Background: an optimization exercise with open tools, aiming at small area and few clock cycles. Do not read the settings as production practice.
Function was checked by simulation only, so behaviour that the tests miss may differ from the original.
Power figures rest on the tool's default switching activity, not on a simulated workload.

== v32 ==
==> flow/design.v (excerpt) <==
module mvuTop (
	input  logic                           clk,
	input  logic                           rst,
	input  logic                           wWr,
	input  logic [mvuPkg::FOLD_WIDTH-1:0]  wAddr,
	input  logic [mvuPkg::WTILE_WIDTH-1:0] wData,
	input  logic [mvuPkg::FOLD_WIDTH-1:0]  foldCount,
	input  logic                           aStrobe,
	input  logic [mvuPkg::ATILE_WIDTH-1:0] aData,
	input  logic                           aPad,
	output logic                           outVld,
	output logic [mvuPkg::OUT_WIDTH-1:0]   outData,
	output logic [mvuPkg::LANE_WIDTH-1:0]  outLane,
	output logic                           hold
);
==> flow/config.mk <==
export PLATFORM = sky130hd
export DESIGN_NAME = mvuTop
export DESIGN_NICKNAME = mvuTop
export VERILOG_FILES = /design/flow/design.v
export SDC_FILE = /design/flow/constraint.sdc
export NUM_CORES = 4
export LEC_CHECK = 0
export CAP_MARGIN = 20
export CORE_MARGIN = 2
export CORE_UTILIZATION = 62
export CTS_BUF_LIST = sky130_fd_sc_hd__clkbuf_8
export CTS_CLUSTER_DIAMETER = 45
export CTS_CLUSTER_SIZE = 18
export SLEW_MARGIN = 20
==> flow/constraint.sdc <==
create_clock -name core_clock -period 5.0 [get_ports {clk}]
set_input_delay 1.0000 -clock core_clock [delete_from_list [all_inputs] [get_ports {clk}]]
set_output_delay 1.0000 -clock core_clock [all_outputs]
set_load 0.01 [all_outputs]
standard.sh (not shown) runs the stock make flow with config.mk's settings and CLKGATE_MAP_FILE= SYNTH_SCRIPT=/design/flow/synth_recipe.tcl, a recipe that flattens the netlist after the stock synthesis.
==> flow/flow/run.sh <==
#!/bin/bash
# Standard layout with three changes: the port buffers are plain buffers,
# and after the standard synthesis two netlist rewrites that keep every
# register (same instances, names and cells) and the function:
#  - fapol.py rebalances the full adders' polarities to drop inverters
#    (a full adder with all pins complemented is the same function);
#  - the combinational gates other than the full and half adders are
#    remapped by ABC with an area-recovery script (area.abc).
set -euo pipefail
export BUFFER_PORTS_ARGS="-buffer_cell sky130_fd_sc_hd__buf_1"
RES=$PWD/orfs/results/sky130hd/mvuTop/base
LIB=$FLOW_HOME/platforms/sky130hd/lib/sky130_fd_sc_hd__tt_025C_1v80.lib
bash standard.sh $RES/1_2_yosys.v > standard_synth.log 2>&1
cp $RES/1_2_yosys.v $RES/1_2_yosys.std.v
python3 flow/fapol.py $RES/1_2_yosys.std.v $RES/1_2_yosys.pol.v > fapol.log 2>&1
DU=""
for c in $(sed -n '/^export DONT_USE_CELLS/,/^#/p' $FLOW_HOME/platforms/sky130hd/config.mk | tr ' \\' '\n\n' | grep sky130); do
	DU="$DU -dont_use $c"
done
cat > resyn.ys <<EOS
read_liberty -ignore_miss_func $LIB
read_verilog $RES/1_2_yosys.pol.v
hierarchy -top mvuTop
setattr -mod -set keep_hierarchy 1 sky130_fd_sc_hd__fa_1 sky130_fd_sc_hd__ha_1 sky130_fd_sc_hd__edfxtp_1 sky130_fd_sc_hd__dfxtp_1
flatten
opt_clean
abc -liberty $LIB $DU -script $PWD/flow/area.abc -D 5000
splitnets
opt_clean -purge
hilomap -singleton -hicell sky130_fd_sc_hd__conb_1 HI -locell sky130_fd_sc_hd__conb_1 LO
insbuf -buf sky130_fd_sc_hd__buf_4 A X
delete sky130_fd_sc_hd__fa_1 sky130_fd_sc_hd__ha_1 sky130_fd_sc_hd__edfxtp_1 sky130_fd_sc_hd__dfxtp_1
read_liberty -lib $LIB
hierarchy -top mvuTop
stat -liberty $LIB
check -assert
write_verilog -noattr -nohex -nodec -selected $RES/1_2_yosys.v
EOS
yosys -s resyn.ys > resyn.log 2>&1
bash standard.sh > standard.log 2>&1
==> flow/flow/area.abc <==
&get -n
&st
&dch
&nf -R 1000
&put
Other scripts of this flow, unchanged in this note and not shown: flow/flow/fapol.py
Testbench counts of v32, summed over its fixed seeds: cycles 9,881.
Edits applied to the flow inputs when going from v32 to v56:
- CTS_CLUSTER_DIAMETER: 45 -> 50
- CTS_CLUSTER_SIZE: 18 -> 20
- CTS_BUF_LIST: sky130_fd_sc_hd__clkbuf_8 -> sky130_fd_sc_hd__clkbuf_8 sky130_fd_sc_hd__clkbuf_16
==> comparison <==
Clock input transition at the sequential cells of the worst setup and hold paths: v32 vs v56 — no meaningful difference
Looking at largest fanout on the critical path across v56 and v32, the one that comes out higher is v32.
Post-layout total power for v56 is higher than for v32.
Clock share of power in v56 vs v32: up 2.1 points
v56 ended up with a higher headroom to the max-slew limit than v32 did.
| design area | v56 vs v32 | worse |
Here is what was changed in the inputs of v46 compared with v56.
- CORE_UTILIZATION: 62 -> 66
- CTS_BUF_LIST: sky130_fd_sc_hd__clkbuf_8 sky130_fd_sc_hd__clkbuf_16 -> sky130_fd_sc_hd__clkbuf_8
- v46 vs. v56: initial antenna violation count went up by 1.
- Fraction of power consumed by the clock network on v46 is down relative to v56.
- Looking only at clock skew after layout, and setting everything else aside, the higher value of v46 and v56 goes to v56.
Changes in v33 relative to v46:
- CORE_UTILIZATION changed from 66 to 62
==> flow/flow/run.sh <==
#!/bin/bash
# Standard layout with two changes: the port buffers are plain buffers, and
# after synthesis the full adders' polarities are rebalanced to drop
# inverters (fapol.py; a full adder with all pins complemented is the same
# function, so the netlist's behaviour and registers are unchanged).
set -euo pipefail
export BUFFER_PORTS_ARGS="-buffer_cell sky130_fd_sc_hd__buf_1"
RES=$PWD/orfs/results/sky130hd/mvuTop/base
bash standard.sh $RES/1_2_yosys.v > standard_synth.log 2>&1
cp $RES/1_2_yosys.v $RES/1_2_yosys.std.v
python3 flow/fapol.py $RES/1_2_yosys.std.v $RES/1_2_yosys.v > fapol.log 2>&1
bash standard.sh > standard.log 2>&1
removed: flow/flow/area.abc
### Flow results
Multi-input logic area: v33 vs v46 up 180 µm²
[compare] base=v46 new=v33: residual antenna-violating net count after detailed routing now sits at about the same level; time the final worst path needs with I/O delays and setup now sits higher; number of antenna violations at the first check in global routing now sits at about the same level; sequential share of layout area now sits lower.
Setup changes, v33 to v16
- CORE_UTILIZATION changed from 62 to 58
==> flow/flow/run.sh <==
#!/bin/bash
# Standard layout with three changes: the port buffers are plain buffers,
# and after the standard synthesis two netlist rewrites that keep every
# register (same instances, names and cells) and the function:
#  - fapol.py rebalances the full adders' polarities to drop inverters
#    (a full adder with all pins complemented is the same function);
#  - the combinational gates other than the full and half adders are
#    remapped by ABC with an area-recovery script (area.abc).
set -euo pipefail
export BUFFER_PORTS_ARGS="-buffer_cell sky130_fd_sc_hd__buf_1"
RES=$PWD/orfs/results/sky130hd/mvuTop/base
LIB=$FLOW_HOME/platforms/sky130hd/lib/sky130_fd_sc_hd__tt_025C_1v80.lib
bash standard.sh $RES/1_2_yosys.v > standard_synth.log 2>&1
cp $RES/1_2_yosys.v $RES/1_2_yosys.std.v
python3 flow/fapol.py $RES/1_2_yosys.std.v $RES/1_2_yosys.pol.v > fapol.log 2>&1
DU=""
for c in $(sed -n '/^export DONT_USE_CELLS/,/^#/p' $FLOW_HOME/platforms/sky130hd/config.mk | tr ' \\' '\n\n' | grep sky130); do
	DU="$DU -dont_use $c"
done
cat > resyn.ys <<EOS
read_liberty -ignore_miss_func $LIB
read_verilog $RES/1_2_yosys.pol.v
hierarchy -top mvuTop
setattr -mod -set keep_hierarchy 1 sky130_fd_sc_hd__fa_1 sky130_fd_sc_hd__ha_1 sky130_fd_sc_hd__edfxtp_1 sky130_fd_sc_hd__dfxtp_1
flatten
opt_clean
abc -liberty $LIB $DU -script $PWD/flow/area.abc -D 5000
splitnets
opt_clean -purge
hilomap -singleton -hicell sky130_fd_sc_hd__conb_1 HI -locell sky130_fd_sc_hd__conb_1 LO
insbuf -buf sky130_fd_sc_hd__buf_4 A X
delete sky130_fd_sc_hd__fa_1 sky130_fd_sc_hd__ha_1 sky130_fd_sc_hd__edfxtp_1 sky130_fd_sc_hd__dfxtp_1
read_liberty -lib $LIB
hierarchy -top mvuTop
stat -liberty $LIB
check -assert
write_verilog -noattr -nohex -nodec -selected $RES/1_2_yosys.v
EOS
yosys -s resyn.ys > resyn.log 2>&1
bash standard.sh > standard.log 2>&1
==> flow/flow/area.abc (new file) <==
&get -n
&st
&dch
&nf -R 1000
&put
[summary]
Across v16 and v33, none had a timing, DRC or antenna violation. Pin count of the biggest net entering global routing | v16 below v33. v16 vs. v33: final worst slack higher, switching power summed over all nets level. v16 vs. v33: first-pass GRT wire length down 1900 µm; total power shows an increase of 1.7%. Against v33 as the reference, v16 delivers a lower part of the cycle the worst path needs. Diff v33 -> v16 | number of cells on the critical path | decrease of 2. The post-layout instance area was comparable across v16 and v33.

separate check: timing with driven ports:
In the flow no input, the clock included, has a driving cell. The finished layouts below were timed again as built, in two steps. Step 1 (the two cells are an assumption about what drives the block):
set clk [get_ports {clk}]
set_driving_cell -lib_cell sky130_fd_sc_hd__clkbuf_16 $clk
set_driving_cell -lib_cell sky130_fd_sc_hd__buf_2 [delete_from_list [all_inputs] $clk]
Step 2 adds t to the input delays and takes it off the output delays; t is the mean of the earliest and latest rising clock arrival at the registers after step 1. Input paths then give back, and output paths get back, about the clock's delay inside the block. a / b / c = ideal / step 1 / step 2; a / b = the first two.
| run | shift t [ns] | setup slack, ns | clock arrival spread, ns | slew at the worst register clock pin (ns) |
|---|---|---|---|---|
| v32 | 0.595 | 0.203 / 0.203 / -0.011 | 0.030 / 0.029 | 0.09 / 0.09 |
| v56 | 0.603 | 0.198 / 0.198 / -0.015 | 0.030 / 0.029 | 0.08 / 0.08 |
| v46 | 0.624 | 0.188 / 0.188 / 0.125 | 0.026 / 0.026 | 0.12 / 0.12 |
| v33 | 0.651 | 0.184 / 0.184 / 0.057 | 0.045 / 0.046 | 0.12 / 0.12 |
| v16 | 0.653 | 0.194 / 0.194 / 0.078 | 0.038 / 0.038 | 0.11 / 0.11 |
Met with ideal ports but missed after step 2: setup timing in v32 and v56. For v32, which loses most, drivers alone change the setup slack by 0.000 ns; drivers and shift together by -0.214 ns.
